What follows belongs to an exercise in optimizing a design on an open flow for small area, a short achievable clock period and few clock cycles per item; a production flow would make more cautious choices.
RTL that was checked went through simulation tests only; none was proved equivalent to the original.
Only the layout flow was run in run 1; the RTL was not checked for function there.
Power is estimated from default activity; no workload was simulated.

<file path="design/flow/run.sh">
#!/bin/bash
# synth_recipe.tcl (not shown) runs the flow's synth.tcl, then flattens the netlist and writes it again
# the make line also repeats each setting of config.mk as NAME=value (left out here)
make -C /OpenROAD-flow-scripts/flow DESIGN_CONFIG=/design/flow/config.mk WORK_HOME=/design/flow/orfs CLKGATE_MAP_FILE= SYNTH_SCRIPT=/design/flow/synth_recipe.tcl finish
</file>
<file path="design/flow/config.mk">
export PLATFORM = sky130hd
export DESIGN_NAME = muldiv_seq
export DESIGN_NICKNAME = muldiv_seq
export VERILOG_FILES = /design/flow/design.v
export SDC_FILE = /design/flow/constraint.sdc
export NUM_CORES = 4
export LEC_CHECK = 0
export CAP_MARGIN = 20
export CORE_MARGIN = 2
export CORE_UTILIZATION = 40
export SETUP_SLACK_MARGIN = 3.0
export SLEW_MARGIN = 20
</file>
<file path="design/flow/constraint.sdc">
create_clock -name core_clock -period 7.0 [get_ports {clk}]
set_input_delay 1.4000 -clock core_clock [delete_from_list [all_inputs] [get_ports {clk}]]
set_output_delay 1.4000 -clock core_clock [all_outputs]
set_load 0.01 [all_outputs]
</file>
<file path="design/flow/design.v">
module muldiv_seq #(
    parameter int XLEN = 64
) (
    input  logic            clk,
    input  logic            reset,
    input  logic            start_i,
    input  logic [3:0]      op_i,
    input  logic [XLEN-1:0] a_i,
    input  logic [XLEN-1:0] b_i,
    input  logic            flush_i,
    input  logic            ack_i,
    output logic            busy_o,
    output logic            stall_o,
    output logic            done_o,
    output logic [XLEN-1:0] result_o,
    output logic [1:0]      dbg_state_o
);
    logic busy_q, done_q;
    logic ph_mul_q, ph_prep_q, ph_div_q, ph_fix_q;
    logic w_q, rem_q, sa_q, sb_q, negres_q;
    logic yp_q;
    logic [5:0]  cnt_q;
    logic [63:0] r_q;    
    logic [64:0] x_q;    
    logic [63:0] y_q;    
    function automatic logic [63:0] wsext(input logic w, input logic [63:0] v);
        wsext = w ? {{32{v[31]}}, v[31:0]} : v;
    endfunction
    function automatic logic [6:0] lzc64(input logic [63:0] v);
        logic [31:0][1:0] c1;
        logic [15:0][2:0] c2;
        logic [7:0][3:0]  c3;
        logic [3:0][4:0]  c4;
        logic [1:0][5:0]  c5;
        for (int i = 0; i < 32; i++)
            c1[i] = v[2*i+1] ? 2'd0 : (v[2*i] ? 2'd1 : 2'd2);
        for (int i = 0; i < 16; i++)
            c2[i] = c1[2*i+1][1] ? {c1[2*i][1], ~c1[2*i][1], c1[2*i][0]}
                                 : {1'b0, c1[2*i+1]};
        for (int i = 0; i < 8; i++)
            c3[i] = c2[2*i+1][2] ? {c2[2*i][2], ~c2[2*i][2], c2[2*i][1:0]}
                                 : {1'b0, c2[2*i+1]};
        for (int i = 0; i < 4; i++)
            c4[i] = c3[2*i+1][3] ? {c3[2*i][3], ~c3[2*i][3], c3[2*i][2:0]}
                                 : {1'b0, c3[2*i+1]};
        for (int i = 0; i < 2; i++)
            c5[i] = c4[2*i+1][4] ? {c4[2*i][4], ~c4[2*i][4], c4[2*i][3:0]}
                                 : {1'b0, c4[2*i+1]};
        lzc64 = c5[1][5] ? {c5[0][5], ~c5[0][5], c5[0][4:0]} : {1'b0, c5[1]};
    endfunction
    logic accept, working;
    logic d_mul, d_w, d_sgn, d_rem, d_legal, d_sx;
    logic [63:0] a_ext, b_ext;
    always_comb begin
        accept  = !busy_q && start_i && !flush_i;
        working = busy_q && !done_q;
        d_mul   = (op_i == 4'd0) || (op_i == 4'd1);
        d_w     = (op_i == 4'd1) || (op_i == 4'd6) || (op_i == 4'd7) ||
                  (op_i == 4'd8) || (op_i == 4'd9);
        d_sgn   = (op_i == 4'd2) || (op_i == 4'd4) || (op_i == 4'd6) || (op_i == 4'd8);
        d_rem   = (op_i == 4'd4) || (op_i == 4'd5) || (op_i == 4'd8) || (op_i == 4'd9);
        d_legal = (op_i <= 4'd9);
        d_sx    = d_sgn || d_mul;
        a_ext   = d_w ? {{32{d_sx & a_i[31]}}, a_i[31:0]} : a_i;
        b_ext   = d_w ? {{32{d_sx & b_i[31]}}, b_i[31:0]} : b_i;
    end
    logic b1neg, b1one, b1two, b2neg, b2one, b2two;
    logic mul_last;
    always_comb begin
        b1neg = y_q[1] & ~(y_q[0] & yp_q);
        b1one = y_q[0] ^ yp_q;
        b1two = (y_q[1] & ~y_q[0] & ~yp_q) | (~y_q[1] & y_q[0] & yp_q);
        b2neg = y_q[3] & ~(y_q[2] & y_q[1]);
        b2one = y_q[2] ^ y_q[1];
        b2two = (y_q[3] & ~y_q[2] & ~y_q[1]) | (~y_q[3] & y_q[2] & y_q[1]);
        mul_last = (&y_q[63:3]) | ~(|y_q[63:3]);
    end
    logic [63:0] add_a, sel1, sel2;
    logic [65:0] op0, op1, op2, cs_s, cs_c, sum;
    logic        ci0, ci1;
    always_comb begin
        if (ph_fix_q)
            add_a = ~(rem_q ? r_q : y_q);
        else if (ph_prep_q)
            add_a = r_q ^ {64{sa_q}};
        else
            add_a = r_q;
        sel1 = b1one ? x_q[63:0] : (b1two ? {x_q[62:0], 1'b0} : 64'd0);
        sel2 = b2one ? {x_q[61:0], 2'b00} : (b2two ? {x_q[60:0], 3'b000} : 64'd0);
        if (ph_mul_q) begin
            op1 = {2'b00, sel1 ^ {64{b1neg}}};
            op2 = {2'b00, sel2 ^ {64{b2neg}}};
            ci0 = b1neg;
            ci1 = b2neg;
        end else if (ph_div_q) begin
            op1 = sb_q ? {x_q[64], x_q} : ~{x_q[64], x_q};
            op2 = 66'd0;
            ci0 = ~sb_q;
            ci1 = 1'b0;
        end else begin
            op1 = 66'd0;
            op2 = 66'd0;
            ci0 = ph_fix_q | (ph_prep_q & sa_q);
            ci1 = 1'b0;
        end
        op0  = {2'b00, add_a};
        cs_s = op0 ^ op1 ^ op2;
        cs_c = {((op0 & op1) | (op0 & op2) | (op1 & op2)), ci0};
        sum  = cs_s + cs_c + {65'd0, ci1};
    end
    logic [6:0]  ca, cb;
    logic [7:0]  jdiff;
    logic        early, bzero;
    logic [64:0] x_al;
    always_comb begin
        ca    = lzc64(r_q ^ {64{sa_q}});
        cb    = lzc64(x_q[63:0] ^ {64{x_q[64]}});
        if (cb[6]) cb = 7'd63;
        jdiff = {2'b00, cb[5:0]} + {7'd0, sa_q} - {1'b0, ca};
        bzero = (x_q[63:0] == 64'd0);
        early = jdiff[7] | bzero;
        x_al  = x_q << jdiff[5:0];
    end
    logic        qbit, div_last;
    logic [63:0] r_div, y_div;
    always_comb begin
        qbit     = ~sum[65];
        r_div    = qbit ? sum[63:0] : r_q;
        y_div    = {y_q[62:0], qbit};
        div_last = (cnt_q == 6'd0);
    end
    always_ff @(posedge clk) begin
        if (!reset) begin
            busy_q    <= 1'b0;
            done_q    <= 1'b0;
            ph_mul_q  <= 1'b0;
            ph_prep_q <= 1'b0;
            ph_div_q  <= 1'b0;
            ph_fix_q  <= 1'b0;
        end else if (accept) begin
            busy_q    <= 1'b1;
            done_q    <= !d_legal;
            ph_mul_q  <= d_legal && d_mul;
            ph_prep_q <= d_legal && !d_mul;
            ph_div_q  <= 1'b0;
            ph_fix_q  <= 1'b0;
        end else if (working && flush_i) begin
            busy_q    <= 1'b0;
            ph_mul_q  <= 1'b0;
            ph_prep_q <= 1'b0;
            ph_div_q  <= 1'b0;
            ph_fix_q  <= 1'b0;
        end else if (done_q) begin
            if (ack_i || flush_i) begin
                busy_q <= 1'b0;
                done_q <= 1'b0;
            end
        end else begin
            if (ph_mul_q && mul_last) begin
                ph_mul_q <= 1'b0;
                done_q   <= 1'b1;
            end
            if (ph_prep_q) begin
                ph_prep_q <= 1'b0;
                ph_div_q  <= !early;
                done_q    <= early;
            end
            if (ph_div_q && div_last) begin
                ph_div_q <= 1'b0;
                ph_fix_q <= negres_q;
                done_q   <= !negres_q;
            end
            if (ph_fix_q) begin
                ph_fix_q <= 1'b0;
                done_q   <= 1'b1;
            end
        end
    end
    always_ff @(posedge clk) begin
        if (accept) begin
            w_q      <= d_w;
            rem_q    <= d_rem;
            sa_q     <= d_sgn & a_ext[63];
            sb_q     <= d_sgn & b_ext[63];
            negres_q <= d_sgn & (d_rem ? a_ext[63] : (a_ext[63] ^ b_ext[63]));
            r_q      <= (d_mul || !d_legal) ? 64'd0 : a_ext;
            x_q      <= {d_sgn & b_ext[63], b_ext};
            y_q      <= d_mul ? a_ext : 64'd0;
            yp_q     <= 1'b0;
        end else if (ph_mul_q) begin
            r_q  <= mul_last ? wsext(w_q, sum[63:0]) : sum[63:0];
            x_q  <= {x_q[60:0], 4'b0000};
            y_q  <= {{4{y_q[63]}}, y_q[63:4]};
            yp_q <= y_q[3];
        end else if (ph_prep_q) begin
            r_q   <= early ? (rem_q ? wsext(w_q, r_q) : {64{bzero}}) : sum[63:0];
            x_q   <= x_al;
            cnt_q <= jdiff[5:0];
        end else if (ph_div_q) begin
            r_q   <= (div_last && !negres_q) ? wsext(w_q, rem_q ? r_div : y_div) : r_div;
            y_q   <= y_div;
            x_q   <= {x_q[64], x_q[64:1]};
            cnt_q <= cnt_q - 6'd1;
        end else if (ph_fix_q) begin
            r_q <= wsext(w_q, sum[63:0]);
        end
    end
    always_comb begin
        busy_o      = busy_q;
        done_o      = done_q;
        stall_o     = accept || working;
        result_o    = r_q;
        dbg_state_o = {done_q, working};
    end
endmodule
</file>
==> metrics.md, run 1 <==
| Metric | Value |
|---|---|
| Run status | `complete, no violations` |
| CP max stage cell | `fa_1` |
| F_max | `0.1721 GHz` |
| DIE WIDTH | `293.6 um` |
| Max clock buf depth | `3` |
| Setup TNS | `0 ps` |
| DRC viols | `0` |
| Post-layout util | `0.5399` |
| R2R depth | `26` |
| Worst reg2reg path endpoint | `r_q[39]` |
| Post-route minimum period | `5811 ps` |
| Detailed Routing Iterations Pass 1 | `8` |
| Sink Count | `211` |
| Crit path DAT | `6290 ps` |
| Post-detail-place hpwl | `115600 um` |
| Post-synth ARST share | `0` |
| Worst Path Buf+Inv | `8` |
| Area leader, netlist | `edfxtp_1` |
| Hold Vio Cnt, Final | `0` |
| Core region area | `0.08329 mm^2` |
| Endpoints failing setup | `0` |
| #FFs+latches synth | `211` |
| Post-cts hold buffer count | `0` |
| Final std cells w/o fill | `5872` |
| Hold path start | `negres_q` |
| CTS tree | `built` |
| Die Y | `293.6 um` |
| N_diodes | `0` |
| Yosys warning total | `1` |
| Placed insts | `5531` |
| Fillers | `7816` |
| Crit-path max cell delay | `510 ps` |
| IR drop worst, VDD | `0.2960 mV` |
| Reg2reg start | `y_q[0]` |
| Worst-path maximum fanout | `14` |
| Critical Path Start Type | `register` |
| Vias/cell | `6.676` |
| Vias after detailed routing | `39199` |
| GPL Wtd Cong | `0.9970` |
| Synthesized area | `0.03355 mm^2` |
| Layout area overhead | `34.02%` |
| Clock root buffer master | `clkbuf_16` |
| Initial core utilization | `0.4028` |
| Die area | `0.08621 mm^2` |
| Ys flop type | `edfxtp_1` |
| Post-synth top area share | `0.1826` |
| Fin crit share | `0.8302` |
| Worst slew margin | `0.1784` |
| Reg clk slew, reported paths | `70 ps` |
| ANT nets after route | `0` |
| Mean area per synthesized cell | `7.485 um^2` |
| CP endpoint kind | `register` |
| Cts bufs inserted | `30` |
| IO buf count | `205` |
| Cell Rows | `106` |
| First-pass GRT wire length | `233100 um` |
| Final WL | `166700 um` |
| DR WL/cell | `28.39 um` |
| Hold Crit Depth | `2` |
| Vias in the first global route | `35495` |
| Max Clock Skew | `76.92 ps` |
| PwrDens | `300.9 mW/mm^2` |
| Most common cell on crit path | `a21oi_4` |
| Leak Pwr | `16.73 nW` |
| RSZ-0062 raised after global routing | `true` |
| Synth unique cells | `107` |
| Top delay family on crit path | `compound AO/OA/AOI/OAI gates` |
| 1st-iter DRT viols | `5137` |
| Hold Slack | `610.4 ps` |
| WHS Endpoint | `ph_fix_q` |
| CP Class | `reg -> reg` |
| Initial antenna violation count | `2` |
| CP required | `7470 ps` |
| Post-Syn Instances | `4482` |
| Synth top area cells | `edfxtp_1 18%, a21oi_1 6.4%, mux2i_1 6.4%, nand2_1 5.1%, o21ai_0 4.5%` |
| GRT Overall Usage | `0.3549` |
| Nets | `5051` |
| Post-Syn Nets | `4765` |
| Share of cells above drive strength 1 | `0.2594` |
| Clock latency on the worst-skew pair | `670 ps` |
| Grt ovf | `0` |
| Fin. max-slew vios | `0` |
| Register area share after synthesis | `0.1868` |
| Num ports | `206` |
| EDFF count, synth | `204` |
| Largest net degree at the start of global routing | `128` |
| Actual slew at the worst max-slew pin | `1228 ps` |
| Htree depth | `1` |
| Number of max-cap violations | `0` |
| Register-to-register path setup slack | `1190 ps` |
| Min-Delay Path Class | `reg -> reg` |
-- flip-flops by register name, summed over array words and instances, names as in the netlist, 6 cells and up --
signal,count
cnt_q,6
y_q,64
x_q,65
r_q,64
-- power breakdown --
part | total (W) | internal [W] | switching, W
Clock | 0.00162 | 0.000899 | 0.000717
Combinational | 0.0100 | 0.00436 | 0.00565
Sequential | 0.00190 | 0.00160 | 0.000301
-- how the worst max path moves through the flow --
| stage | startpoint | endpoint | cells after the start |
|---|---|---|---|
| after floorplan | y_q[0] | r_q[59] | 25 |
| after CTS | y_q[1] | r_q[63] | 23 |
| after global placement | x_q[51] | x_q[56] | 21 |
| final | y_q[0] | r_q[39] | 26 |
| after global routing | y_q[0] | r_q[56] | 20 |
| after detailed placement | x_q[51] | x_q[56] | 21 |
-- area by class of cell --
cell class                 count  area [um^2]  area share
multi-input combinational   3630        28560      0.6352
timing repair buffer         695         6990      0.1555
sequential                   211         6276      0.1396
tap                         1080         1351     0.03005
inverter                     199        780.7     0.01736
clock buffer                  33        762.0     0.01695
clock inverter                23        231.5    0.005148
timing repair inverter         1        11.26   0.0002504
-- logic make-up (layout without fill, tap and decap cells) --
| kind of cell | after synthesis | in the layout | share of synthesized area |
|---|---|---|---|
| simple gates | 1384 | 1387 | 0.1900 |
| fa+ha+maj | 146 | 146 | 0.06922 |
| xor+xnor | 290 | 290 | 0.07571 |
| buf+inv | 644 | 951 | 0.07608 |
| mux | 289 | 289 | 0.1061 |
| flops | 211 | 211 | 0.1868 |
| compound gates | 1518 | 1518 | 0.2961 |
-- routing by layer --
| layer | vias to the layer above | GRT usage | wire [um] |
|---|---|---|---|
| li1 | 17140 | - | - |
| met1 | 18702 | 0.4806 | 64580 |
| met2 | 2735 | 0.5494 | 72610 |
| met3 | 618 | 0.06095 | 18450 |
| met4 | 4 | 0.1672 | 11010 |
| met5 | - | 0 | 32 |
-- tightest hold or removal path: stages, from the launching register on --
cell,delay (ps)
edfxtp_1,410
nand4_1,110
a21oi_1,60
-- cells in the mapped netlist (19+ instances only) --
cell type  instances
nand2_1          458
a21oi_1          432
nor2_1           400
clkbuf_1         349
o21ai_0          302
mux2i_1          214
edfxtp_1         204
inv_1            196
xnor2_1          167
a22oi_1          137
nor3_1           137
xor2_1           123
nand3_1           91
ha_1              80
o211ai_1          68
fa_1              66
a221oi_1          62
o22ai_1           57
nand4_1           52
a31oi_1           51
mux4_2            51
a21o_1            50
buf_1             50
a211oi_1          41
o31ai_1           38
and3_1            36
nor4_1            35
a22o_1            32
nor2b_1           31
or3_1             27
buf_2             25
and2_1            23
nand2b_1          22
o21a_1            21
mux2_2            19
-- layout by cell type (no fill, tap or decap), types with 52 or more instances in the layout --
| cell | synthesis | layout |
|---|---|---|
| mux2i_1 | 214 | 174 |
| nand2_1 | 458 | 418 |
| inv_1 | 196 | 189 |
| a22oi_1 | 137 | 111 |
| xor2_1 | 123 | 116 |
| o22ai_1 | 57 | 52 |
| a21oi_1 | 432 | 352 |
| clkdlybuf4s50_1 | 0 | 202 |
| nor2_1 | 400 | 355 |
| o21ai_0 | 302 | 226 |
| edfxtp_1 | 204 | 204 |
| a21oi_2 | 1 | 65 |
| o211ai_1 | 68 | 68 |
| nand3_1 | 91 | 84 |
| fa_1 | 66 | 64 |
| buf_4 | 11 | 365 |
| xnor2_1 | 167 | 158 |
| nor3_1 | 137 | 101 |
| nand4_1 | 52 | 52 |
-- what timing repair did --
item / CTS / global route
gates cloned: 10 / 23
pin swaps: 45 / 214
resized for setup: 212 / 590
endpoints found under the setup margin: 269 / 337
buffers inserted: 96 / 156
-- through the flow --
stage          instance area [um^2]  worst slack (ps)  total power [W]
6_report                      44960              1189          0.01353
4_1_cts                       40530              1233          0.01137
2_1_floorplan                 34380              1725         0.006529
3_5_place_dp                  37610            -176.7         0.008831
5_1_grt                       44960              1096          0.01400
3_3_place_gp                  37580            -186.7         0.008817
==> inputs of run 2 (changes only) <==
--- a/design/flow/design.v
+++ b/design/flow/design.v
@@ -108,18 +108,21 @@
         cs_c = {((op0 & op1) | (op0 & op2) | (op1 & op2)), ci0};
         sum  = cs_s + cs_c + {65'd0, ci1};
     end
-    logic [6:0]  ca, cb;
+    logic [6:0]  ca, cb, cbr;
     logic [7:0]  jdiff;
+    logic        swap;
+    logic [7:0]  jd_q;
     logic        early, bzero;
     logic [64:0] x_al;
     always_comb begin
-        ca    = lzc64(r_q ^ {64{sa_q}});
-        cb    = lzc64(x_q[63:0] ^ {64{x_q[64]}});
-        if (cb[6]) cb = 7'd63;
-        jdiff = {2'b00, cb[5:0]} + {7'd0, sa_q} - {1'b0, ca};
+        ca    = lzc64(a_ext ^ {64{d_sx & a_ext[63]}});
+        cbr   = lzc64(b_ext ^ {64{d_sx & b_ext[63]}});
+        cb    = cbr[6] ? 7'd63 : cbr;
+        swap  = cbr > ca;   
+        jdiff = {2'b00, cb[5:0]} + {7'd0, d_sgn & a_ext[63]} - {1'b0, ca};
         bzero = (x_q[63:0] == 64'd0);
-        early = jdiff[7] | bzero;
-        x_al  = x_q << jdiff[5:0];
+        early = jd_q[7] | bzero;
+        x_al  = x_q << jd_q[5:0];
     end
     logic        qbit, div_last;
     logic [63:0] r_div, y_div;
@@ -184,9 +187,10 @@
             sb_q     <= d_sgn & b_ext[63];
             negres_q <= d_sgn & (d_rem ? a_ext[63] : (a_ext[63] ^ b_ext[63]));
             r_q      <= (d_mul || !d_legal) ? 64'd0 : a_ext;
-            x_q      <= {d_sgn & b_ext[63], b_ext};
-            y_q      <= d_mul ? a_ext : 64'd0;
+            x_q      <= (d_mul && swap) ? {1'b0, a_ext} : {d_sgn & b_ext[63], b_ext};
+            y_q      <= d_mul ? (swap ? b_ext : a_ext) : 64'd0;
             yp_q     <= 1'b0;
+            jd_q     <= jdiff;
         end else if (ph_mul_q) begin
             r_q  <= mul_last ? wsext(w_q, sum[63:0]) : sum[63:0];
             x_q  <= {x_q[60:0], 4'b0000};
@@ -195,7 +199,7 @@
         end else if (ph_prep_q) begin
             r_q   <= early ? (rem_q ? wsext(w_q, r_q) : {64{bzero}}) : sum[63:0];
             x_q   <= x_al;
-            cnt_q <= jdiff[5:0];
+            cnt_q <= jd_q[5:0];
         end else if (ph_div_q) begin
             r_q   <= (div_last && !negres_q) ? wsext(w_q, rem_q ? r_div : y_div) : r_div;
             y_q   <= y_div;
==> metrics.md, run 2 <==
| Metric | Value |
|---|---|
| Leading cell type by number of instances after synthesis | `nand2_1 (unchanged)` |
| Sequential Power Share | `0.214 (was 0.141)` |
| Clock Power Share | `0.175 (was 0.119)` |
| Int Pwr | `0.005069 W (was 0.006868 W)` |
| Yosys warning total | `1 (unchanged)` |
| Die area | `0.09168 mm^2 (was 0.08621 mm^2)` |
| Post-route minimum period | `6077 ps (was 5811 ps)` |
| Design area | `0.05038 mm^2 (was 0.04496 mm^2)` |
| ANT nets after route | `0 (unchanged)` |
| Initial core utilization | `0.4041 (was 0.4028)` |
| IO buf count | `205 (unchanged)` |
| Cell area after placement | `0.04117 mm^2 (was 0.03761 mm^2)` |
| Commonest cells after routing, fill and taps aside | `531 x nand2_1, 486 x buf_4, 404 x a21oi_1, 269 x nor2_1, 235 x mux2i_1 (was 418 x nand2_1, 365 x buf_4, 355 x nor2_1, 352 x a21oi_1, 226 x o21ai_0)` |
| Die Y | `302.8 um (was 293.6 um)` |
| Area leader, netlist | `edfxtp_1 (unchanged)` |
| Vias after detailed routing | `45626 (was 39199)` |
| Synth top area cells | `edfxtp_1 18%, a21oi_1 7.7%, mux2i_1 7.1%, nand2_1 6.3%, o21ai_0 4.7% (was edfxtp_1 18%, a21oi_1 6.4%, mux2i_1 6.4%, nand2_1 5.1%, o21ai_0 4.5%)` |
| Initial antenna violation count | `6 (was 2)` |
| Synth unique cells | `106 (was 107)` |
| Switching share of power | `0.4686 (was 0.4925)` |
| CP Class | `in -> reg (was reg -> reg)` |
| Placement Setup Slack | `-311.6 ps (was -176.7 ps)` |
| Synthesized area | `0.03571 mm^2 (was 0.03355 mm^2)` |
| EDFF count, synth | `211 (was 204)` |
| Worst-path maximum fanout | `7 (was 14)` |
| Actual slew at the worst max-slew pin | `1331 ps (was 1228 ps)` |
| Synth top cells by count | `604 x nand2_1, 550 x a21oi_1, 375 x clkbuf_1 (was 458 x nand2_1, 432 x a21oi_1, 400 x nor2_1)` |
| Cell Rows | `109 (was 106)` |
| DIE WIDTH | `302.8 um (was 293.6 um)` |
| Mean area per synthesized cell | `7.340 um^2 (was 7.485 um^2)` |
| Hold Vio Cnt, Final | `0 (unchanged)` |
| Min-Delay Path Class | `reg -> reg (unchanged)` |
| CP max stage cell | `nor2_1 (was fa_1)` |
| Core region area | `0.08837 mm^2 (was 0.08329 mm^2)` |
| Grt ovf | `0 (unchanged)` |
| Crit path DAT | `6370 ps (was 6290 ps)` |
| RSZ-0062 raised after global routing | `true (unchanged)` |
| Leak Pwr | `19.09 nW (was 16.73 nW)` |
| Top Registers | `x_q (65), r_q (64), y_q (64) (unchanged)` |
| Largest Register | `x_q (unchanged)` |
| Post-cts hold buffer count | `0 (unchanged)` |
| Post-detail-place hpwl | `155900 um (was 115600 um)` |
| Final std cells w/o fill | `6510 (was 5872)` |
| #FFs+latches synth | `218 (was 211)` |
| Post-Syn Instances | `4865 (was 4482)` |
| Post-Syn Nets | `5156 (was 4765)` |
| Fin crit share | `0.8681 (was 0.8302)` |
| GRT Overall Usage | `0.4607 (was 0.3549)` |
| Post-synth top area share | `0.1774 (was 0.1826)` |
| Fin. max-slew vios | `0 (unchanged)` |
| Num ports | `206 (unchanged)` |
| Design Power | `0.009538 W (was 0.01353 W)` |
| Combinational Power Share | `0.610 (was 0.740)` |
| Clock latency on the worst-skew pair | `620 ps (was 670 ps)` |
| Ys flop type | `edfxtp_1 (unchanged)` |
| Post-synth ARST share | `0 (unchanged)` |
| DR WL/cell | `34.19 um (was 28.39 um)` |
| IR drop worst, VDD | `0.1994 mV (was 0.2960 mV)` |
| F_max | `0.1646 GHz (was 0.1721 GHz)` |
| CP required | `7290 ps (was 7470 ps)` |
| Worst slew margin | `0.1124 (was 0.1784)` |
| Layout area overhead | `41.09% (was 34.02%)` |
| Placed insts | `6105 (was 5531)` |
| Vias/cell | `7.009 (was 6.676)` |
| Most common cell on crit path | `buf_12 (was a21oi_4)` |
| Cts bufs inserted | `29 (was 30)` |
| Endpoints failing setup | `0 (unchanged)` |
| Fin worst setup slack | `923.5 ps (was 1189 ps)` |
| Max clock buf depth | `3 (unchanged)` |
| Run status | `complete, no violations (unchanged)` |
| Critical Path Start Type | `primary input (was register)` |
| Largest register FFs | `65 (unchanged)` |
| Htree depth | `1 (unchanged)` |
| Crit-path max cell delay | `430 ps (was 510 ps)` |
| Switching power | `0.004469 W (was 0.006664 W)` |
| Clock root buffer master | `clkbuf_16 (unchanged)` |
| Detailed Routing Iterations Pass 1 | `9 (was 8)` |
| CTS tree | `built (unchanged)` |
| Register area share after synthesis | `0.1814 (was 0.1868)` |
| Number of max-cap violations | `0 (unchanged)` |
| Vias in the first global route | `41539 (was 35495)` |
| Share of cells above drive strength 1 | `0.2937 (was 0.2594)` |
| Largest net degree at the start of global routing | `124 (was 128)` |
| Commonest non-fill, non-tap cell in the layout | `nand2_1 (unchanged)` |
| Final WL | `222600 um (was 166700 um)` |
| 1st-iter DRT viols | `7727 (was 5137)` |
| Post-layout util | `0.5701 (was 0.5399)` |
| First-pass GRT wire length | `306000 um (was 233100 um)` |
| Max Clock Skew | `43.28 ps (was 76.92 ps)` |
| PwrDens | `189.3 mW/mm^2 (was 300.9 mW/mm^2)` |
| CP endpoint kind | `register (unchanged)` |
| Nets | `5611 (was 5051)` |
| GPL Wtd Cong | `1.061 (was 0.9970)` |
| Fillers | `8028 (was 7816)` |
| Sink Count | `218 (was 211)` |
| Reg clk slew, reported paths | `70 ps (about the same)` |
| DRC viols | `0 (unchanged)` |
[run 2: changes by cell type after synthesis, moves of 27 or more]
cell      previous run  this run
a21oi_1            432       550
a221o_1             18        52
a22o_1              32        59
mux2i_1            214       254
nand2_1            458       604
nor2_1             400       318
o211ai_1            68        39
o21ai_0            302       334
o22ai_1             57        90
xnor2_1            167       124
[run 2: path summary, 6_finish.rpt]
| path | to | cells after the start | slack (ps) | start |
|---|---|---|---|---|
| hold / removal | yp_q | 2 | 600 | yp_q |
| setup / recovery | x_q[60] | 29 | 920 | op_i[2] |
| hold reg to reg | yp_q | 2 | 600 | yp_q |
| setup reg to reg | r_q[32] | 32 | 1030 | y_q[1] |
[run 2: metal layers]
layer  vias up  wire length [um]  GRT usage
met4        14             19390     0.3018
li1      18980                 -          -
met2      3724             87430     0.6444
met5         -               198   0.008799
met3       938             33980     0.1617
met1     21970             81590     0.5960
[run 2: cells by family (layout without fill, tap and decap cells)]
group                    Yosys count  after routing  synth area share
adder cells (fa/ha/maj)          154            154           0.06783
AO/OA/AOI/OAI                   1741           1744            0.3138
flip-flops                       218            218            0.1814
other                              0              2                 0
multiplexers                     324            324            0.1068
AND/OR/NAND/NOR                 1476           1479            0.1898
XOR/XNOR                         271            272           0.06647
buffers and inverters            681           1152           0.07386
[run 2: area by class of cell]
class / count / area (um^2) / share of cell area
inverter: 193 / 759.5 / 0.01507
clock inverter: 13 / 203.9 / 0.004048
clock buffer: 41 / 800.8 / 0.01589
timing repair buffer: 902 / 9400 / 0.1866
tap: 1165 / 1458 / 0.02893
multi-input combinational: 3973 / 31230 / 0.6199
sequential: 218 / 6489 / 0.1288
antenna: 2 / 5.005 / 0.00009934
timing repair inverter: 3 / 33.78 / 0.0006705
[run 2: critical path, delay by kind of cell]
family	cells	cell delay (ps)
AND/OR/NAND/NOR	8	1440
buffers and inverters	8	1140
multiplexers	1	340
adder cells (fa/ha/maj)	1	180
AO/OA/AOI/OAI	11	1840
[run 2: what timing repair did]
action	in CTS	in global routing
setup buffers	230	63
endpoints found under the setup margin	265	265
pin swaps	240	187
gates resized for setup	812	224
hold endpoints to repair	0	0
gates cloned	46	9
[run 2: power groups by stage]
stage          combinational, W  clock, W  sequential, W
5_1_grt                 0.00601   0.00168        0.00202
3_5_place_dp            0.00427         0        0.00202
3_3_place_gp            0.00427         0        0.00202
4_1_cts                 0.00532   0.00164        0.00200
2_1_floorplan           0.00274         0        0.00177
6_report                0.00582   0.00167        0.00205
[run 2: through the flow]
| stage | hold slack, ps | setup TNS, ps |
|---|---|---|
| CTS | 600.5 | 0 |
| global route | 639.4 | 0 |
| floorplan | 512.6 | 0 |
| finish | 601.3 | 0 |
| detailed placement | 546.2 | -1110 |
| global placement | 540.2 | -706.3 |
==> inputs of run 3 (changes only) <==
--- a/design/flow/design.v
+++ b/design/flow/design.v
@@ -64,20 +64,17 @@
         a_ext   = d_w ? {{32{d_sx & a_i[31]}}, a_i[31:0]} : a_i;
         b_ext   = d_w ? {{32{d_sx & b_i[31]}}, b_i[31:0]} : b_i;
     end
-    logic b1neg, b1one, b1two, b2neg, b2one, b2two;
+    logic bneg, bone, btwo;
     logic mul_last;
     always_comb begin
-        b1neg = y_q[1] & ~(y_q[0] & yp_q);
-        b1one = y_q[0] ^ yp_q;
-        b1two = (y_q[1] & ~y_q[0] & ~yp_q) | (~y_q[1] & y_q[0] & yp_q);
-        b2neg = y_q[3] & ~(y_q[2] & y_q[1]);
-        b2one = y_q[2] ^ y_q[1];
-        b2two = (y_q[3] & ~y_q[2] & ~y_q[1]) | (~y_q[3] & y_q[2] & y_q[1]);
-        mul_last = (&y_q[63:3]) | ~(|y_q[63:3]);
-    end
-    logic [63:0] add_a, sel1, sel2;
-    logic [65:0] op0, op1, op2, cs_s, cs_c, sum;
-    logic        ci0, ci1;
+        bneg = y_q[1] & ~(y_q[0] & yp_q);
+        bone = y_q[0] ^ yp_q;
+        btwo = (y_q[1] & ~y_q[0] & ~yp_q) | (~y_q[1] & y_q[0] & yp_q);
+        mul_last = (&y_q[63:1]) | ~(|y_q[63:1]);
+    end
+    logic [63:0] add_a, bsel;
+    logic [65:0] add_b, sum;
+    logic        add_ci;
     always_comb begin
         if (ph_fix_q)
             add_a = ~(rem_q ? r_q : y_q);
@@ -85,44 +82,31 @@
             add_a = r_q ^ {64{sa_q}};
         else
             add_a = r_q;
-        sel1 = b1one ? x_q[63:0] : (b1two ? {x_q[62:0], 1'b0} : 64'd0);
-        sel2 = b2one ? {x_q[61:0], 2'b00} : (b2two ? {x_q[60:0], 3'b000} : 64'd0);
+        bsel = bone ? x_q[63:0] : (btwo ? {x_q[62:0], 1'b0} : 64'd0);
         if (ph_mul_q) begin
-            op1 = {2'b00, sel1 ^ {64{b1neg}}};
-            op2 = {2'b00, sel2 ^ {64{b2neg}}};
-            ci0 = b1neg;
-            ci1 = b2neg;
+            add_b  = {2'b00, bsel ^ {64{bneg}}};
+            add_ci = bneg;
         end else if (ph_div_q) begin
-            op1 = sb_q ? {x_q[64], x_q} : ~{x_q[64], x_q};
-            op2 = 66'd0;
-            ci0 = ~sb_q;
-            ci1 = 1'b0;
+            add_b  = sb_q ? {x_q[64], x_q} : ~{x_q[64], x_q};
+            add_ci = ~sb_q;
         end else begin
-            op1 = 66'd0;
-            op2 = 66'd0;
-            ci0 = ph_fix_q | (ph_prep_q & sa_q);
-            ci1 = 1'b0;
+            add_b  = 66'd0;
+            add_ci = ph_fix_q | (ph_prep_q & sa_q);
         end
-        op0  = {2'b00, add_a};
-        cs_s = op0 ^ op1 ^ op2;
-        cs_c = {((op0 & op1) | (op0 & op2) | (op1 & op2)), ci0};
-        sum  = cs_s + cs_c + {65'd0, ci1};
-    end
-    logic [6:0]  ca, cb, cbr;
+        sum = {2'b00, add_a} + add_b + {65'd0, add_ci};
+    end
+    logic [6:0]  ca, cb;
     logic [7:0]  jdiff;
-    logic        swap;
-    logic [7:0]  jd_q;
     logic        early, bzero;
     logic [64:0] x_al;
     always_comb begin
-        ca    = lzc64(a_ext ^ {64{d_sx & a_ext[63]}});
-        cbr   = lzc64(b_ext ^ {64{d_sx & b_ext[63]}});
-        cb    = cbr[6] ? 7'd63 : cbr;
-        swap  = cbr > ca;   
-        jdiff = {2'b00, cb[5:0]} + {7'd0, d_sgn & a_ext[63]} - {1'b0, ca};
+        ca    = lzc64(r_q ^ {64{sa_q}});
+        cb    = lzc64(x_q[63:0] ^ {64{x_q[64]}});
+        if (cb[6]) cb = 7'd63;
+        jdiff = {2'b00, cb[5:0]} + {7'd0, sa_q} - {1'b0, ca};
         bzero = (x_q[63:0] == 64'd0);
-        early = jd_q[7] | bzero;
-        x_al  = x_q << jd_q[5:0];
+        early = jdiff[7] | bzero;
+        x_al  = x_q << jdiff[5:0];
     end
     logic        qbit, div_last;
     logic [63:0] r_div, y_div;
@@ -187,19 +171,18 @@
             sb_q     <= d_sgn & b_ext[63];
             negres_q <= d_sgn & (d_rem ? a_ext[63] : (a_ext[63] ^ b_ext[63]));
             r_q      <= (d_mul || !d_legal) ? 64'd0 : a_ext;
-            x_q      <= (d_mul && swap) ? {1'b0, a_ext} : {d_sgn & b_ext[63], b_ext};
-            y_q      <= d_mul ? (swap ? b_ext : a_ext) : 64'd0;
+            x_q      <= {d_sgn & b_ext[63], b_ext};
+            y_q      <= d_mul ? a_ext : 64'd0;
             yp_q     <= 1'b0;
-            jd_q     <= jdiff;
         end else if (ph_mul_q) begin
             r_q  <= mul_last ? wsext(w_q, sum[63:0]) : sum[63:0];
-            x_q  <= {x_q[60:0], 4'b0000};
-            y_q  <= {{4{y_q[63]}}, y_q[63:4]};
-            yp_q <= y_q[3];
+            x_q  <= {x_q[62:0], 2'b00};
+            y_q  <= {{2{y_q[63]}}, y_q[63:2]};
+            yp_q <= y_q[1];
         end else if (ph_prep_q) begin
             r_q   <= early ? (rem_q ? wsext(w_q, r_q) : {64{bzero}}) : sum[63:0];
             x_q   <= x_al;
-            cnt_q <= jd_q[5:0];
+            cnt_q <= jdiff[5:0];
         end else if (ph_div_q) begin
             r_q   <= (div_last && !negres_q) ? wsext(w_q, rem_q ? r_div : y_div) : r_div;
             y_q   <= y_div;
--- a/design/flow/config.mk
+++ b/design/flow/config.mk
@@ -8,5 +8,4 @@
 export CAP_MARGIN = 20
 export CORE_MARGIN = 2
 export CORE_UTILIZATION = 40
-export SETUP_SLACK_MARGIN = 3.0
 export SLEW_MARGIN = 20
==> metrics.md, run 3 <==
| Metric | Value |
|---|---|
| Critical Path Start Type | `register (was primary input)` |
| Post-Syn Instances | `3880 (was 4865)` |
| Htree depth | `1 (unchanged)` |
| Yosys warning total | `1 (unchanged)` |
| FF+latch area | `0.006271 mm^2 (was 0.006489 mm^2)` |
| #FFs+latches synth | `211 (was 218)` |
| F_max | `0.1473 GHz (was 0.1646 GHz)` |
| Fillers | `7021 (was 8028)` |
| Switching share of power | `0.4876 (was 0.4686)` |
| Reg2reg start | `r_q[56] (was y_q[1])` |
| Hold Crit Depth | `2 (unchanged)` |
| Grt ovf | `0 (unchanged)` |
| EDFF count, synth | `204 (was 211)` |
| Vias/cell | `6.706 (was 7.009)` |
| Die area | `0.07331 mm^2 (was 0.09168 mm^2)` |
| Worst-path maximum fanout | `28 (was 7)` |
| Post-detail-place hpwl | `98760 um (was 155900 um)` |
| WHS Endpoint | `yp_q (unchanged)` |
| Commonest non-fill, non-tap cell in the layout | `nand2_1 (unchanged)` |
| Layout area overhead | `15.85% (was 41.09%)` |
| Post-Syn Nets | `4097 (was 5156)` |
| Main combinational cell family by area after synthesis | `compound AO/OA/AOI/OAI gates (unchanged)` |
| Mux contribution to synthesized area | `0.08977 (was 0.1068)` |
| Register-to-register path setup slack | `210 ps (was 1030 ps)` |
| DR WL/cell | `27.72 um (was 34.19 um)` |
| Compound-cell area share of the yosys netlist | `0.3103 (was 0.3138)` |
| Design area | `0.03297 mm^2 (was 0.05038 mm^2)` |
| Initial core utilization | `0.4050 (was 0.4041)` |
| Run status | `complete, no violations (unchanged)` |
| Hold Vio Cnt, Final | `0 (unchanged)` |
| Post-synth top area share | `0.2152 (was 0.1774)` |
| Actual slew at the worst max-slew pin | `1266 ps (was 1331 ps)` |
| CTS tree | `built (unchanged)` |
| Register area share after synthesis | `0.2202 (was 0.1814)` |
| Share of cells above drive strength 1 | `0.09585 (was 0.2937)` |
| First-pass GRT wire length | `198700 um (was 306000 um)` |
| Worst slew margin | `0.1480 (was 0.1124)` |
| Commonest cells after routing, fill and taps aside | `472 x nand2_1, 385 x nor2_1, 362 x a21oi_1, 344 x o21ai_0, 205 x clkdlybuf4s50_1 (was 531 x nand2_1, 486 x buf_4, 404 x a21oi_1, 269 x nor2_1, 235 x mux2i_1)` |
| Sequential Power Share | `0.204 (was 0.214)` |
| Area leader, netlist | `edfxtp_1 (unchanged)` |
| Number of max-cap violations | `0 (unchanged)` |
| Worst reg2reg path endpoint | `x_q[40] (was r_q[32])` |
| Combinational Power Share | `0.627 (was 0.610)` |
| Synth top cells by count | `475 x nand2_1, 390 x nor2_1, 363 x a21oi_1 (was 604 x nand2_1, 550 x a21oi_1, 375 x clkbuf_1)` |
| Max clock buf depth | `3 (unchanged)` |
| CP endpoint kind | `register (unchanged)` |
| Clock latency on the worst-skew pair | `620 ps (about the same)` |
| Mean area per synthesized cell | `7.336 um^2 (was 7.340 um^2)` |
| IR drop worst, VDD | `0.3143 mV (was 0.1994 mV)` |
| Top Registers | `x_q (65), r_q (64), y_q (64) (unchanged)` |
| Reg clk slew, reported paths | `70 ps (about the same)` |
| Clock Power Share | `0.169 (was 0.175)` |
| GRT Overall Usage | `0.3532 (was 0.4607)` |
| DRC viols | `0 (unchanged)` |
| Detailed Routing Iterations Pass 1 | `8 (was 9)` |
| Xor/xnor share of the synthesized area | `0.06185 (was 0.06647)` |
| Crit path DAT | `7140 ps (was 6370 ps)` |
| Fin crit share | `0.9699 (was 0.8681)` |
| Multi-input gate area | `0.02049 mm^2 (was 0.03123 mm^2)` |
| Largest net degree at the start of global routing | `73 (was 124)` |
| Hold path start | `yp_q (unchanged)` |
| Cts bufs inserted | `27 (was 29)` |
| IO buf count | `205 (unchanged)` |
| Largest register FFs | `65 (unchanged)` |
| Num ports | `206 (unchanged)` |
| ANT nets after route | `0 (unchanged)` |
| Setup TNS | `0 ps (unchanged)` |
| Post-synthesis adder-cell area fraction | `0.03596 (was 0.06783)` |
| Min-Delay Path Class | `reg -> reg (unchanged)` |
| Final std cells w/o fill | `4867 (was 6510)` |
| Placed insts | `4810 (was 6105)` |
| Die Y | `270.8 um (was 302.8 um)` |
| Final WL | `134900 um (was 222600 um)` |
| Sink Count | `211 (was 218)` |
| GPL Wtd Cong | `1.012 (was 1.061)` |
| R2R depth | `22 (was 32)` |
| Synth unique cells | `103 (was 106)` |
| Leading cell type by number of instances after synthesis | `nand2_1 (unchanged)` |
| RSZ-0062 raised after global routing | `false (was true)` |
| Nets | `4119 (was 5611)` |
| Ys flop type | `edfxtp_1 (unchanged)` |
| Simple-Gate Fraction of Synth Area | `0.2133 (was 0.1898)` |
| Max Clock Skew | `19.62 ps (was 43.28 ps)` |
| Switching power | `0.004561 W (was 0.004469 W)` |
| Fin. max-slew vios | `0 (unchanged)` |
| CP required | `7350 ps (was 7290 ps)` |
| Initial antenna violation count | `1 (was 6)` |
| DIE WIDTH | `270.8 um (was 302.8 um)` |
| CP Class | `reg -> reg (was in -> reg)` |
| Clock root buffer master | `clkbuf_16 (unchanged)` |
| Endpoints failing setup | `0 (unchanged)` |
| Leak Pwr | `11.54 nW (was 19.09 nW)` |
| Cell area after placement | `0.03198 mm^2 (was 0.04117 mm^2)` |
| Int Pwr | `0.004793 W (was 0.005069 W)` |
| Cell Rows | `97 (was 109)` |
| Design Power | `0.009354 W (was 0.009538 W)` |
| Post-synth ARST share | `0 (unchanged)` |
| Post-route minimum period | `6789 ps (was 6077 ps)` |
| Synthesized area | `0.02846 mm^2 (was 0.03571 mm^2)` |
| Post-cts hold buffer count | `0 (unchanged)` |
| PwrDens | `283.7 mW/mm^2 (was 189.3 mW/mm^2)` |
| Core region area | `0.07027 mm^2 (was 0.08837 mm^2)` |
| Vias after detailed routing | `32640 (was 45626)` |
| Vias in the first global route | `29300 (was 41539)` |
| Largest Register | `x_q (unchanged)` |
| 1st-iter DRT viols | `4756 (was 7727)` |
| Synth top area cells | `edfxtp_1 22%, a21oi_1 6.4%, nand2_1 6.3%, o21ai_0 6.1%, nor2_1 5.1% (was edfxtp_1 18%, a21oi_1 7.7%, mux2i_1 7.1%, nand2_1 6.3%, o21ai_0 4.7%)` |
run 3: cell count changes after synthesis, moves of 63 or more:
cell / previous run / this run
a21oi_1: 550 / 363
inv_1: 186 / 76
fa_1: 66 / 3
xor2_1: 147 / 34
nor2_1: 318 / 390
nand2_1: 604 / 475
mux2i_1: 254 / 127
run 3: worst max-delay path by stage:
stage	startpoint	end	cells after the start
global route	x_q[64]	x_q[48]	26
CTS	sa_q	x_q[48]	22
floorplan	x_q[64]	r_q[32]	23
finish	r_q[56]	x_q[40]	22
detailed placement	sa_q	x_q[48]	22
global placement	sa_q	x_q[58]	23
run 3: kinds of logic after synthesis:
group / Yosys count
DFF: 211
xor gates and xnor gates: 201
buffers and inverters: 485
AOI/OAI and AO/OA: 1373
adders and majority gates: 80
and+or+nand+nor: 1343
muxes: 187
run 3: power groups by stage:
stage	Sequential, W	Clock, W	Combinational (W)
3_5_place_dp	0.00192	0	0.00562
6_report	0.00191	0.00158	0.00587
5_1_grt	0.00192	0.00162	0.00624
3_3_place_gp	0.00192	0	0.00564
4_1_cts	0.00189	0.00159	0.00565
2_1_floorplan	0.00177	0	0.00371
run 3: stage by stage:
step | utilization | setup WS (ps) | hold slack (ps)
2_1_floorplan | - | 455.9 | 504.8
3_3_place_gp | 0.4550 | 486.6 | 543.9
4_1_cts | 0.4685 | 345.2 | 557.5
6_report | 0.4692 | 210.9 | 557.0
3_5_place_dp | 0.4550 | 385.9 | 547.5
5_1_grt | 0.4691 | 15.39 | 592.7
run 3: layer usage:
| metal | share of wire | up-vias | track usage | routed length (um) |
|---|---|---|---|---|
| met5 | 0 | - | 0 | 0 |
| met4 | 0.054 | 0 | 0.1547 | 7306 |
| met3 | 0.11 | 359 | 0.06843 | 15040 |
| met2 | 0.43 | 2154 | 0.5324 | 57890 |
| met1 | 0.41 | 15519 | 0.4892 | 54680 |
| li1 | - | 14608 | - | - |
run 3: worst max-delay path: stages (launching register included):
cell	delay [ps]
edfxtp_1	510
or4_1	580
o22ai_1	350
nand2_1	170
nor2_1	340
nand2_1	140
nor4_1	420
a21oi_1	170
ha_1	330
inv_1	60
ha_4	160
fa_4	1050
buf_12	250
mux4_2	550
and2_1	190
a211oi_1	240
a21oi_1	90
nand2_1	100
a21oi_1	70
a311oi_1	430
nor3_1	100
a21oi_1	160
a21oi_1	80
run 3: repair_timing:
action / CTS / global route
buffers inserted: 0 / 3
resized for setup: 0 / 1
setup endpoints to repair: 0 / 8
run 3: cell type report:
cell class / count / share of cell area
inverter: 77 / 0.008842
tap: 940 / 0.03567
clock inverter: 19 / 0.007855
timing repair buffer: 401 / 0.1148
clock buffer: 31 / 0.02095
antenna: 4 / 0.0003036
multi-input combinational: 3184 / 0.6214
sequential: 211 / 0.1902
Testbench counts of run 3, summed over its fixed seeds: cycles 27,693, ops 1,920.

==> what the ideal ports hide <==
How much do the figures lean on ideal ports? The routed layouts below were timed once more, with nothing changed but the port constraints.
Step 1 (the two cells are an assumption about what drives the block):
set clk [get_ports {clk}]
set_driving_cell -lib_cell sky130_fd_sc_hd__clkbuf_16 $clk
set_driving_cell -lib_cell sky130_fd_sc_hd__buf_2 [delete_from_list [all_inputs] $clk]
Step 2 times the ports against the registers' clock, not the clock port: input delays grow and output delays shrink by t, the midpoint of the rising clock arrivals with the driver on.
a / b / c = ideal / step 1 / step 2; a / b = the first two.
run | t, ns | slack for setup (ns) | hold slack, ns | cell pins on the clock port's net
run 1 | 0.702 | 1.189 / 1.189 / 1.189 | 0.610 / 0.610 / 0.610 | 1
run 2 | 0.659 | 0.923 / 0.949 / 0.290 | 0.601 / 0.601 / 0.601 | 1
run 3 | 0.665 | 0.211 / 0.211 / 0.211 | 0.557 / 0.557 / 0.557 | 1
After both steps every run listed still meets setup and hold. For run 2, which loses most, drivers alone change the setup slack by +0.026 ns; drivers and shift together by -0.633 ns.
